This design comes from an exercise in tuning for small area, a short achievable clock period and few clock cycles per item on the open sky130 flow, not from production work.
RTL that was checked went through simulation tests only; none was proved equivalent to the original.

// pi_ctrl
module pi_ctrl (
  input  logic         clk,
  input  logic         rst_n,
  input  logic         start,
  input  logic [127:0] set,
  input  logic [127:0] feedback,
  input  logic         infrain,
  input  logic         gain_we,
  input  logic [31:0]  ka_in,
  input  logic [31:0]  kb_in,
  input  logic         clr,
  output logic         busy,
  output logic         done,
  output logic [127:0] result,
  output logic [3:0]   sat
);
For scale: roughly 500 flip-flops, roughly 460 I/O pins, ~0.079 mm2 of cells after synthesis.
==> module pi_inc_mux, before the edit <==
module pi_inc_mux #(
  parameter int                  CH       = 4,
  parameter int                  W        = 32,
  parameter int                  SCALE_SH = 7,
  parameter logic signed [W-1:0] DEADBAND = 32,
  parameter logic [7:0]          IR_MASK  = 8'h01,
  parameter logic signed [W-1:0] IR_SET   = -40,
  parameter bit                  ACCUM    = 1'b0,
  parameter logic signed [W-1:0] OUT_MAX  = {1'b0, {(W-1){1'b1}}},
  parameter logic signed [W-1:0] OUT_MIN  = {1'b1, {(W-1){1'b0}}},
  parameter logic signed [W-1:0] KA_RST   = 360,
  parameter logic signed [W-1:0] KB_RST   = 210
) (
  input  logic            clk,
  input  logic            rst_n,
  input  logic            start,
  input  logic [CH*W-1:0] set,
  input  logic [CH*W-1:0] feedback,
  input  logic            infrain,
  input  logic            gain_we,
  input  logic [W-1:0]    ka_in,
  input  logic [W-1:0]    kb_in,
  input  logic            clr,
  output logic            busy,
  output logic            done,
  output logic [CH*W-1:0] result,
  output logic [CH-1:0]   sat
);
  localparam logic [47:0] ENC_RST = 48'h001e0001fff6;
  function automatic logic [47:0] booth(input logic [31:0] v, input logic flip);
    logic [15:0] o, t, n;
    logic [32:0] x;
    x = {v, 1'b0};
    for (int k = 0; k < 16; k++) begin
      o[k] = x[2*k+1] ^ x[2*k];
      t[k] = (x[2*k+2] & ~x[2*k+1] & ~x[2*k]) | (~x[2*k+2] & x[2*k+1] & x[2*k]);
      n[k] = x[2*k+2] ^ flip;
    end
    booth = {o, t, n};
  endfunction
  logic            done_q, acc;
  logic [W-1:0]    ka_sh_q, kb_sh_q, kb_sh_d;
  logic [47:0]     enc_q;
  logic [W-1:0]    prev_q[CH];
  logic [W-1:0]    res_q [CH];
  logic [W-1:0]    ni_q  [CH];
  logic [CH-1:0]   sat_q;
  logic [W-1:0]    err   [CH];
  logic [W-1:0]    pa    [CH];
  logic [W-1:0]    res_n [CH];
  logic [CH-1:0]   clip;
  assign acc     = start && !clr && !done_q;
  assign kb_sh_d = gain_we ? kb_in : kb_sh_q;
  for (genvar c = 0; c < CH; c++) begin : g_ch
    logic [W-1:0] s, e, sum, ni;
    logic         d, pos, negv;
    always_comb begin
      s = set[c*W +: W];
      if (infrain && IR_MASK[c] && (s != '0)) s = IR_SET;
      e = (s << SCALE_SH) - feedback[c*W +: W];
      if (($signed(e) > -DEADBAND) && ($signed(e) < DEADBAND)) e = '0;
      err[c] = e;
    end
    assign ni = ni_q[c] & {W{done_q}};
    pi_mac u_mac (
      .bo(enc_q[47:32]), .bt(enc_q[31:16]), .bn(enc_q[15:0]),
      .m(prev_q[c]), .ni(ni), .r(res_q[c]), .pa(pa[c]), .s(sum));
    assign d    = pa[c][W-1];
    assign pos  = !res_q[c][W-1] && !d &&  sum[W-1];
    assign negv =  res_q[c][W-1] &&  d && !sum[W-1];
    assign clip[c]  = pos || negv;
    assign res_n[c] = pos ? OUT_MAX : negv ? OUT_MIN : sum;
    assign result[c*W +: W] = done_q ? res_n[c] : res_q[c];
  end
  always_ff @(posedge clk or negedge rst_n) begin
    if (!rst_n) begin
      done_q  <= 1'b0;
      ka_sh_q <= KA_RST;
      kb_sh_q <= KB_RST;
      enc_q   <= ENC_RST;
      sat_q   <= '0;
      for (int i = 0; i < CH; i++) begin
        prev_q[i] <= '0;
        res_q[i]  <= '0;
      end
    end else begin
      done_q  <= acc;
      kb_sh_q <= kb_sh_d;
      if (gain_we) ka_sh_q <= ka_in;
      enc_q   <= acc ? booth(ka_sh_q, 1'b0) : booth(kb_sh_d, 1'b1);
      if (clr) begin
        sat_q <= '0;
        for (int i = 0; i < CH; i++) begin
          prev_q[i] <= '0;
          res_q[i]  <= '0;
        end
      end else begin
        if (done_q) begin
          sat_q <= clip;
          for (int i = 0; i < CH; i++) res_q[i] <= res_n[i];
        end
        if (acc) begin
          for (int i = 0; i < CH; i++) prev_q[i] <= err[i];
        end
      end
    end
  end
  always_ff @(posedge clk) begin
    for (int i = 0; i < CH; i++) ni_q[i] <= pa[i];
  end
  assign busy = 1'b0;
  assign done = done_q;
  assign sat  = done_q ? clip : sat_q;
endmodule
Settings: LEC_CHECK=0, CAP_MARGIN=20, CORE_MARGIN=2, CORE_UTILIZATION=40, SETUP_SLACK_MARGIN=0.6, SLEW_MARGIN=20, SYNTH_HIERARCHICAL=1, SYNTH_MINIMUM_KEEP_SIZE=0; clock period 11.0 ns.
run.sh (not shown) runs the stock make flow with config.mk's settings and CLKGATE_MAP_FILE= SYNTH_SCRIPT=/design/flow/synth_recipe.tcl, a recipe that flattens the netlist after the stock synthesis.
Testbench counts at the start, summed over its fixed seeds: cycles 3,192, items 1,600.
Rerun with:
--- a/flow/design.v
+++ b/flow/design.v
@@ -24,11 +24,10 @@
   output logic            busy,
   output logic            done,
   output logic [CH*W-1:0] result,
   output logic [CH-1:0]   sat
 );
-  localparam logic [47:0] ENC_RST = 48'h001e0001fff6;
   function automatic logic [47:0] booth(input logic [31:0] v, input logic flip);
     logic [15:0] o, t, n;
     logic [32:0] x;
     x = {v, 1'b0};
     for (int k = 0; k < 16; k++) begin
@@ -75,21 +74,19 @@
   always_ff @(posedge clk or negedge rst_n) begin
     if (!rst_n) begin
       done_q  <= 1'b0;
       ka_sh_q <= KA_RST;
       kb_sh_q <= KB_RST;
-      enc_q   <= ENC_RST;
       sat_q   <= '0;
       for (int i = 0; i < CH; i++) begin
         prev_q[i] <= '0;
         res_q[i]  <= '0;
       end
     end else begin
       done_q  <= acc;
       kb_sh_q <= kb_sh_d;
       if (gain_we) ka_sh_q <= ka_in;
-      enc_q   <= acc ? booth(ka_sh_q, 1'b0) : booth(kb_sh_d, 1'b1);
       if (clr) begin
         sat_q <= '0;
         for (int i = 0; i < CH; i++) begin
           prev_q[i] <= '0;
           res_q[i]  <= '0;
@@ -104,10 +101,11 @@
         end
       end
     end
   end
   always_ff @(posedge clk) begin
+    enc_q <= acc ? booth(ka_sh_q, 1'b0) : booth(kb_sh_d, 1'b1);
     for (int i = 0; i < CH; i++) ni_q[i] <= pa[i];
   end
   assign busy = 1'b0;
   assign done = done_q;
   assign sat  = done_q ? clip : sat_q;
Outcome: Maximum frequency fell by 1.2%; final area hardly moves; sequential cell count does not change; synthesized area stays flat.
No functional check of the RTL was part of the second run of this note.

[separate check: timing with driven ports]
No port has a modelled driver above. Below, the same layouts with a new extraction and two added sets of constraints. Step 1, drivers: a clkbuf_16 drives clk and a buf_2 each remaining input, both assumed. Step 2, shift: input delay + t, output delay - t, t = (earliest + latest rising clock arrival at the registers) / 2. This alone moves slack from input paths to output paths. a / b / c = ideal ports / drivers / drivers and shift; a / b = the first two.
| run | t, ns | setup slack, ns | worst hold slack (ns) | worst register clock-pin slew, ns |
|---|---|---|---|---|
| the first run | 0.825 | 0.766 / 0.686 / 1.511 | 0.505 / 0.505 / 0.505 | 0.07 / 0.07 |
| the second run | 0.803 | 0.637 / 0.548 / 1.351 | 0.505 / 0.505 / 0.505 | 0.07 / 0.07 |
After both steps setup and hold are still met in every run listed.
